This is an optimization exercise on Yosys and OpenROAD, whose aim is small area, a short achievable clock period and few clock cycles per item, not a production implementation.
Only simulation tests tie the RTL to the original design; equivalence was not proved.
Power figures rest on the tool's default switching activity, not on a simulated workload.

==> yarrow: inputs <==
Design windowed_multiset_aggregator_core, start of the top module:
module windowed_multiset_aggregator_core (
    input  logic                           i_clk,
    input  logic                           i_rst_n,
    input  logic                           start,
    output logic                           busy,
    input  logic                           i_req_type,
    input  logic [wma_pkg::KEY_BITS-1:0]   i_key_value,
    output logic                           o_valid,
    output logic                           o_is_empty,
    output logic                           o_bad_request,
    output logic [wma_pkg::SUM_W-1:0]      o_total_sum,
    output logic [wma_pkg::TCNT_W-1:0]     o_total_count,
    output logic [wma_pkg::KEY_BITS-1:0]   o_min_key,
    output logic [wma_pkg::KEY_BITS-1:0]   o_max_key,
    output logic [wma_pkg::DSUM_W-1:0]     o_distinct_total,
    output logic [wma_pkg::DCNT_W-1:0]     o_distinct_count,
    output logic [wma_pkg::MEAN_W-1:0]     o_mean_fixed,
    output logic [wma_pkg::MEAN_W-1:0]     o_distinct_mean_fixed
);
clock: 8.0 ns
lec_check: 0
cap_margin: 20
core_margin: 2
core_utilization: 40
cts_buf_list: sky130_fd_sc_hd__clkbuf_8
setup_slack_margin: 4.0
slew_margin: 20
run.sh (not shown) runs the stock make flow with config.mk's settings and CLKGATE_MAP_FILE= SYNTH_SCRIPT=/design/flow/synth_recipe.tcl, a recipe that flattens the netlist after the stock synthesis.
==> inputs of zinc, as changes to yarrow <==
--- a/flow/design.v
+++ b/flow/design.v
@@ -124,65 +124,61 @@
         s_p = !i_dec && lo[8];
         s_m = i_dec && !lo[8];
         s_0 = !(s_p || s_m);
         o_s = {(hi_p & {(SW-8){s_p}}) | (hi_m & {(SW-8){s_m}}) | (hi & {(SW-8){s_0}}), lo[7:0]};
         o_ovf = !i_dec && lo[8] && (hi == '1);
     end
 endmodule
-module wma_ext_tree #(
-    parameter int NL = 4,      
-    parameter int IW = 0       
-) (
-    input  logic [(1<<NL)-1:0]        i_a,
-    input  logic [(1<<NL)-1:0]        i_b,
-    input  logic [(1<<NL)-1:0][7:0]   i_l1, i_l2, i_h1, i_h2,
-    output logic                      o_a, o_b,
-    output logic [7:0]                o_l1, o_l2, o_h1, o_h2
+module wma_extremes (
+    input  logic [255:0] i_v,
+    output logic         o_any,
+    output logic [7:0]   o_lo1,    
+    output logic [7:0]   o_lo2,    
+    output logic [7:0]   o_hi1,    
+    output logic [7:0]   o_hi2     
 );
-    localparam int N = 1 << NL;
-    logic [N-1:0] a [NL+1];
-    logic [N-1:0] b [NL+1];
-    logic [7:0]   l1 [NL+1][N];
-    logic [7:0]   l2 [NL+1][N];
-    logic [7:0]   h1 [NL+1][N];
-    logic [7:0]   h2 [NL+1][N];
+    logic [255:0] a   [9];
+    logic [255:0] b   [9];
+    logic [7:0]   l1  [9][256];
+    logic [7:0]   l2  [9][256];
+    logic [7:0]   h1  [9][256];
+    logic [7:0]   h2  [9][256];
     always_comb begin
-        a[0] = i_a;
-        b[0] = i_b;
-        for (int n = 0; n < N; n++) begin
-            l1[0][n] = i_l1[n]; l2[0][n] = i_l2[n]; h1[0][n] = i_h1[n]; h2[0][n] = i_h2[n];
+        for (int n = 0; n < 256; n++) begin
+            a[0][n] = i_v[n];
+            b[0][n] = 1'b0;
+            l1[0][n] = '0; l2[0][n] = '0; h1[0][n] = '0; h2[0][n] = '0;
         end
-        for (int l = 1; l <= NL; l++) begin
+        for (int l = 1; l <= 8; l++) begin
             a[l] = '0;
             b[l] = '0;
-            for (int n = 0; n < N; n++) begin
+            for (int n = 0; n < 256; n++) begin
                 l1[l][n] = '0; l2[l][n] = '0; h1[l][n] = '0; h2[l][n] = '0;
             end
-            for (int n = 0; n < (N >> l); n++) begin
+            for (int n = 0; n < (256 >> l); n++) begin
                 a[l][n] = a[l-1][2*n] | a[l-1][2*n+1];
                 b[l][n] = b[l-1][2*n] | b[l-1][2*n+1] | (a[l-1][2*n] & a[l-1][2*n+1]);
                 if (a[l-1][2*n]) l1[l][n] = l1[l-1][2*n];
-                else begin l1[l][n] = l1[l-1][2*n+1]; l1[l][n][IW+l-1] = 1'b1; end
+                else begin l1[l][n] = l1[l-1][2*n+1]; l1[l][n][l-1] = 1'b1; end
                 if (b[l-1][2*n]) l2[l][n] = l2[l-1][2*n];
-                else if (a[l-1][2*n]) begin l2[l][n] = l1[l-1][2*n+1]; l2[l][n][IW+l-1] = 1'b1; end
-                else begin l2[l][n] = l2[l-1][2*n+1]; l2[l][n][IW+l-1] = 1'b1; end
-                if (a[l-1][2*n+1]) begin h1[l][n] = h1[l-1][2*n+1]; h1[l][n][IW+l-1] = 1'b1; end
+                else if (a[l-1][2*n]) begin l2[l][n] = l1[l-1][2*n+1]; l2[l][n][l-1] = 1'b1; end
+                else begin l2[l][n] = l2[l-1][2*n+1]; l2[l][n][l-1] = 1'b1; end
+                if (a[l-1][2*n+1]) begin h1[l][n] = h1[l-1][2*n+1]; h1[l][n][l-1] = 1'b1; end
                 else h1[l][n] = h1[l-1][2*n];
-                if (b[l-1][2*n+1]) begin h2[l][n] = h2[l-1][2*n+1]; h2[l][n][IW+l-1] = 1'b1; end
+                if (b[l-1][2*n+1]) begin h2[l][n] = h2[l-1][2*n+1]; h2[l][n][l-1] = 1'b1; end
                 else if (a[l-1][2*n+1]) h2[l][n] = h1[l-1][2*n];
                 else h2[l][n] = h2[l-1][2*n];
             end
         end
     end
-    assign o_a  = a[NL][0];
-    assign o_b  = b[NL][0];
-    assign o_l1 = l1[NL][0];
-    assign o_l2 = l2[NL][0];
-    assign o_h1 = h1[NL][0];
-    assign o_h2 = h2[NL][0];
+    assign o_any = a[8][0];
+    assign o_lo1 = l1[8][0];
+    assign o_lo2 = l2[8][0];
+    assign o_hi1 = h1[8][0];
+    assign o_hi2 = h2[8][0];
 endmodule
 module wma_div_iter #(
     parameter int W   = 16,    
     parameter int SW  = 24,    
     parameter int NIT = 4
 ) (
     input  logic              i_clk,
@@ -293,52 +289,33 @@
         .i_m(ddvm_a), .o_q(q_dis)
     );
     logic [LOW_W-1:0] low_r;
     always_ff @(posedge i_clk) begin
         if (first) low_r <= low[k_r];
     end
     logic [TABLE_SIZE-1:0] pres;
+    logic                  x_any;
+    logic [KEY_BITS-1:0]   x_lo1, x_lo2, x_hi1, x_hi2;
     always_comb begin
         for (int i = 0; i < TABLE_SIZE; i++) pres[i] = (low[i] != '0);
     end
-    logic [15:0]      g_a, g_b, gr_a, gr_b;
-    logic [15:0][7:0] g_l1, g_l2, g_h1, g_h2, gr_l1, gr_l2, gr_h1, gr_h2;
-    logic [15:0][15:0][7:0] lid;            
-    always_comb begin
-        for (int g = 0; g < 16; g++)
-            for (int n = 0; n < 16; n++) lid[g][n] = 8'(g * 16);
-    end
-    for (genvar g = 0; g < 16; g++) begin : g_grp
-        wma_ext_tree #(.NL(4), .IW(0)) u_t (
-            .i_a(pres[16*g +: 16]), .i_b('0), .i_l1(lid[g]), .i_l2(lid[g]), .i_h1(lid[g]), .i_h2(lid[g]),
-            .o_a(g_a[g]), .o_b(g_b[g]), .o_l1(g_l1[g]), .o_l2(g_l2[g]), .o_h1(g_h1[g]), .o_h2(g_h2[g])
-        );
-    end
-    always_ff @(posedge i_clk) begin
-        gr_a  <= g_a;
-        gr_b  <= g_b;
-        gr_l1 <= g_l1;
-        gr_l2 <= g_l2;
-        gr_h1 <= g_h1;
-        gr_h2 <= g_h2;
-    end
-    logic                  x_any, x_two;
-    logic [KEY_BITS-1:0]   x_lo1, x_lo2, x_hi1, x_hi2;
-    wma_ext_tree #(.NL(4), .IW(4)) u_ext (
-        .i_a(gr_a), .i_b(gr_b), .i_l1(gr_l1), .i_l2(gr_l2), .i_h1(gr_h1), .i_h2(gr_h2),
-        .o_a(x_any), .o_b(x_two), .o_l1(x_lo1), .o_l2(x_lo2), .o_h1(x_hi1), .o_h2(x_hi2)
+    wma_extremes u_ext (
+        .i_v(pres), .o_any(x_any), .o_lo1(x_lo1), .o_lo2(x_lo2),
+        .o_hi1(x_hi1), .o_hi2(x_hi2)
     );
     logic                xr_any;
     logic [KEY_BITS-1:0] xr_lo1, xr_lo2, xr_hi1, xr_hi2;
     always_ff @(posedge i_clk) begin
-        xr_any  <= x_any;
-        xr_lo1  <= x_lo1;
-        xr_lo2  <= x_lo2;
-        xr_hi1  <= x_hi1;
-        xr_hi2  <= x_hi2;
+        if (first) begin
+            xr_any  <= x_any;
+            xr_lo1  <= x_lo1;
+            xr_lo2  <= x_lo2;
+            xr_hi1  <= x_hi1;
+            xr_hi2  <= x_hi2;
+        end
     end
     logic second;
     assign second = i_phase[1];
     logic [N_BIG-1:0] hit;                  
     logic [HI_W-1:0]  hi_k;
     always_comb begin
         hi_k = '0;
==> results.txt <==
quantity	yarrow	zinc
Detail Route met3 WL	71600 um	94500 um
Maximum achievable frequency	230 MHz	230 MHz
Share of the synthesized area in the top cell type	51.8%	53.5%
Count of placed standard cells in the final layout, fillers left out	24700	24600
Core Area	524000 um^2	512000 um^2
Total buffers and inverters traversed by the critical path	4	5
Worst path slowest cell	sky130_fd_sc_hd__ha_2	sky130_fd_sc_hd__mux4_2
Combinational-cell power consumption	19.9 mW	20.3 mW
Crit-path max cell delay	0.36 ns	0.57 ns
Met2 Track Usage GR	41.4%	43.2%
Horizontal die dimension	729 um	720 um
Critical-path maximum fanout	17	12
Gate power share	30.6%	32.5%
Die Footprint	531000 um^2	519000 um^2
Total power after layout	65.1 mW	62.5 mW
Launch point of the worst hold path	u_dp.u_div_tot.r_q[4]$_DFFE_PP_	u_dp.u_div_dis.r_q[4]$_DFFE_PP_
Clock-cell share of area	5.63%	4.88%
Time the final worst path needs with I/O delays and setup	4.34 ns	4.34 ns
Area share of buffers outside the clock network	3.54%	5.81%
Run status	failed layout checks	complete, no violations
Reasons for failing layout checks	antenna violations	-
Testbench counts of yarrow, summed over its fixed seeds: cycles 24,008, items 4,800.
Testbench counts of zinc, summed over its fixed seeds: cycles 24,008, items 4,800.

re-timing with driven ports:
Ports are ideal in the flow. The routed layouts listed here were re-timed in OpenROAD.
Step 1: set_driving_cell puts a clkbuf_16 on i_clk and a buf_2 on each other input, an assumption about the parent block.
Step 2 times the ports against the registers' clock, not the clock port: input delays grow and output delays shrink by t, the midpoint of the rising clock arrivals with the driver on.
Slacks: ideal / step 1 / step 2; pairs: ideal / step 1.
| run | t, ns | setup WS [ns] | hold WS [ns] | slew at the worst register clock pin (ns) | worst slew at a driven data input, ns |
|---|---|---|---|---|---|
| yarrow | 1.408 | 3.658 / 3.537 / 2.753 | 0.435 / 0.435 / 0.435 | 0.08 / 0.08 | 0.08 |
| zinc | 1.393 | 3.661 / 3.616 / 2.766 | 0.440 / 0.440 / 0.440 | 0.08 / 0.08 | 0.16 |
The setup slack of yarrow, which loses most, moves by -0.121 ns with the drivers and by -0.905 ns with both steps.
